Context: an optimization exercise on an open-source flow, tuned for small area, a short achievable clock period and few clock cycles per item. The choices shown serve that exercise and are no tape-out recipe.
In this exercise RTL edits were held to simulation tests only and were not proved equivalent to the original.
Power figures rest on the tool's default switching activity, not on a simulated workload.

Setup of north:
// ex_stage
module ex_stage
#(
  parameter int unsigned WIDTH = 32
) (
  input  logic             clk,
  input  logic             rst,
  input  logic             in_valid,
  output logic             in_ready,
  input  logic [3:0]       operation,
  input  logic [WIDTH-1:0] op_a,
  input  logic [WIDTH-1:0] op_b,
  input  logic [4:0]       shamt,
  input  logic [4:0]       rd,
  input  logic             reg_write,
  input  logic             stall_in,
  input  logic             flush,
  output logic             out_valid,
  output logic [WIDTH-1:0] result,
  output logic             zero,
  output logic [4:0]       out_rd,
  output logic             out_reg_write,
  output logic             busy
);
Size: roughly 0.019 mm^2 of cells after synthesis.
clock: 10.0 ns
lec_check: 0
abc_area: 1
cap_margin: 20
core_margin: 2
core_utilization: 40
cts_buf_list: sky130_fd_sc_hd__clkbuf_8
setup_slack_margin: 5
slew_margin: 20
synth_hierarchical: 1
standard.sh (not shown) runs the stock make flow with config.mk's settings and CLKGATE_MAP_FILE= SYNTH_SCRIPT=/design/flow/synth_recipe.tcl, a recipe that flattens the netlist after the stock synthesis.
==> flow/flow/run.sh <==
#!/bin/bash
# The standard layout with two changes to how it is made:
#  - synthesis maps the logic with flow/abc_area.script (an area-oriented
#    ABC script) in place of ORFS's abc_area.script; everything else in the
#    synthesis, including the registers, is the standard one;
#  - the port buffers use the smallest buffer cell (every input and output
#    port still gets its own buffer).
set -euo pipefail
rm -rf myscripts
cp -r "$FLOW_HOME/scripts" myscripts
cp flow/abc_area.script myscripts/abc_area.script
bash standard.sh "SCRIPTS_DIR=$PWD/myscripts" synth > synth_make.log 2>&1
bash standard.sh "BUFFER_PORTS_ARGS=-buffer_cell sky130_fd_sc_hd__buf_1" finish > flow_make.log 2>&1
==> flow/flow/abc_area.script <==
strash
dch -f
map -a
topo
dnsize -c
Testbench counts of north, summed over its fixed seeds: cycles 13,329, items 12,000.
The inputs of south differ from those of north as listed below.
==> flow/flow/run.sh <==
#!/bin/bash
# The standard layout; the port buffers use the smallest buffer cell
# (every input and output port still gets its own buffer).
set -euo pipefail
bash standard.sh "BUFFER_PORTS_ARGS=-buffer_cell sky130_fd_sc_hd__buf_1" finish > flow_make.log 2>&1
-- flow/config.mk --
<<< north, line 11
export CORE_UTILIZATION = 40
export CTS_BUF_LIST = sky130_fd_sc_hd__clkbuf_8
export SETUP_SLACK_MARGIN = 5
export SLEW_MARGIN = 20
>>> south, line 11
export CORE_UTILIZATION = 40
export CTS_BUF_LIST = sky130_fd_sc_hd__clkbuf_8
export GPL_TIMING_DRIVEN = 0
export SETUP_SLACK_MARGIN = 5
export SLEW_MARGIN = 20
removed: flow/flow/abc_area.script
Notes after the runs:
- north ended up with flop to output port as its start-to-end type of the worst setup path; south ended up with flop to flop.
- On fraction of area in multi-input gates: between north and south, it ends up lower for south.
- south vs. north: time the final worst path needs with I/O delays and setup shows a reduction of 690 ps; final worst setup slack went up; overall power after layout went up 0.00085 W.
- A commonest non-fill, non-tap cell in the layout of nand2_1 is what south shows, while xor2_1 belongs to north.
- p1_q[4] as the destination of the critical timing path was reported by south, and result[29] by north.
- south gives more met2 wire length than north did.
- Sort north and south by area added between synthesis and finish asc -> top: south

Another version of the RTL of ex_stage (not shown whole).
For scale: about 160 flip-flops, roughly 130 I/O pins, roughly 20000 µm² of cells after synthesis.
// ex_stage
module ex_stage
#(
  parameter int unsigned WIDTH = 32
) (
  input  logic             clk,
  input  logic             rst,
  input  logic             in_valid,
  output logic             in_ready,
  input  logic [3:0]       operation,
  input  logic [WIDTH-1:0] op_a,
  input  logic [WIDTH-1:0] op_b,
  input  logic [4:0]       shamt,
  input  logic [4:0]       rd,
  input  logic             reg_write,
  input  logic             stall_in,
  input  logic             flush,
  output logic             out_valid,
  output logic [WIDTH-1:0] result,
  output logic             zero,
  output logic [4:0]       out_rd,
  output logic             out_reg_write,
  output logic             busy
);
==> flow/config.mk <==
export PLATFORM = sky130hd
export DESIGN_NAME = ex_stage
export DESIGN_NICKNAME = ex_stage
export VERILOG_FILES = /design/flow/design.v
export SDC_FILE = /design/flow/constraint.sdc
export NUM_CORES = 4
export LEC_CHECK = 0
export ABC_AREA = 1
export ABC_CLOCK_PERIOD_IN_PS = 4000
export CAP_MARGIN = 20
export CORE_MARGIN = 2
export CORE_UTILIZATION = 40
export SETUP_SLACK_MARGIN = 5
export SLEW_MARGIN = 20
export SYNTH_HIERARCHICAL = 1
==> flow/constraint.sdc <==
create_clock -name core_clock -period 10.0 [get_ports {clk}]
set_input_delay 2.0000 -clock core_clock [delete_from_list [all_inputs] [get_ports {clk}]]
set_output_delay 2.0000 -clock core_clock [all_outputs]
set_load 0.01 [all_outputs]
==> flow/flow/run.sh <==
#!/bin/bash
# The standard layout; the port buffers use the smallest buffer cell
# (every input and output port still gets its own buffer).
set -euo pipefail
bash standard.sh "BUFFER_PORTS_ARGS=-buffer_cell sky130_fd_sc_hd__buf_1" finish > flow_make.log 2>&1
The baseline passed the timing, design-rule and antenna checks.
Testbench counts at the start, summed over its fixed seeds: cycles 13,329, items 12,000.
Edit:
- ABC_CLOCK_PERIOD_IN_PS: 4000 -> default
- CTS_BUF_LIST: default -> sky130_fd_sc_hd__clkbuf_8
Result:
- total power fell by about 1.9%
- worst setup slack gets worse by 0.030 ns
- design area fell by 0.45%
- maximum frequency fell by about 0.6%
- clock skew is about the same
- via count rose by 0.50%
- clock power fell by about 27%
- flip-flop and latch count stays the same
- non-clock buffer count rose by 1
- die area does not change
- sequential share of layout area hardly moves
Edit:
- CORE_UTILIZATION: 40 -> 60
- CTS_BUF_LIST: sky130_fd_sc_hd__clkbuf_8 -> default
Outcome:
- clock skew drops by 0.0048 ns
- via count climbs by 1.0%
- global-route usage climbs by 13 points
- routed wire length drops by 5.8%
- die area drops by 33%
- critical path depth stays the same
- worst setup slack improves by 0.016 ns
- register-to-register slack improves by 0.02 ns
- worst hold slack degrades by 0.0074 ns
Edit:
- CAP_MARGIN: 20 -> 5
- CORE_UTILIZATION: 60 -> 40
- CTS_BUF_LIST: default -> sky130_fd_sc_hd__clkbuf_8
- SLEW_MARGIN: 20 -> 5
Register-to-register slack loses 0.02 ns. Final cell count increases by a little under a tenth. Sequential share of layout area decreases by 0.15 points. Area after synthesis is unchanged. Power drops by a few percent. Wire length came out higher by a few percent. Setup slack degrades by 0.016 ns.

afterwards: timing with drivers on the ports:
Ports are ideal in the flow. The routed layouts listed here were re-timed in OpenROAD. Step 1 assumes that a clkbuf_16 drives the clock port and a buf_2 every other input. Step 2 adds t to the input delays and takes it off the output delays; t is the mean of the earliest and latest rising clock arrival at the registers after step 1. Input paths then give back, and output paths get back, about the clock's delay inside the block. Three values: ideal ports, drivers, drivers and shift; two values: the first two.
run	t, ns	setup WS [ns]	worst setup path at the end	clock arrival spread, ns	worst register clock-pin slew, ns
north	0.555	4.321 / 4.269 / 4.579	input to register	0.015 / 0.014	0.10 / 0.10
south	0.553	5.011 / 5.011 / 4.646	input to register	0.025 / 0.024	0.11 / 0.11
the first run of note 2	0.510	5.012 / 5.012 / 4.671	input to register	0.017 / 0.016	0.07 / 0.07
the second run of note 2	0.554	4.982 / 4.982 / 4.710	input to register	0.018 / 0.018	0.10 / 0.10
the third run of note 2	0.494	4.998 / 4.998 / 4.820	input to register	0.014 / 0.014	0.07 / 0.07
the fourth run of note 2	0.554	4.982 / 4.982 / 4.710	input to register	0.018 / 0.018	0.10 / 0.10
After both steps setup and hold are still met in every run listed. The setup slack of south, which loses most, moves by 0.000 ns with the drivers and by -0.365 ns with both steps.
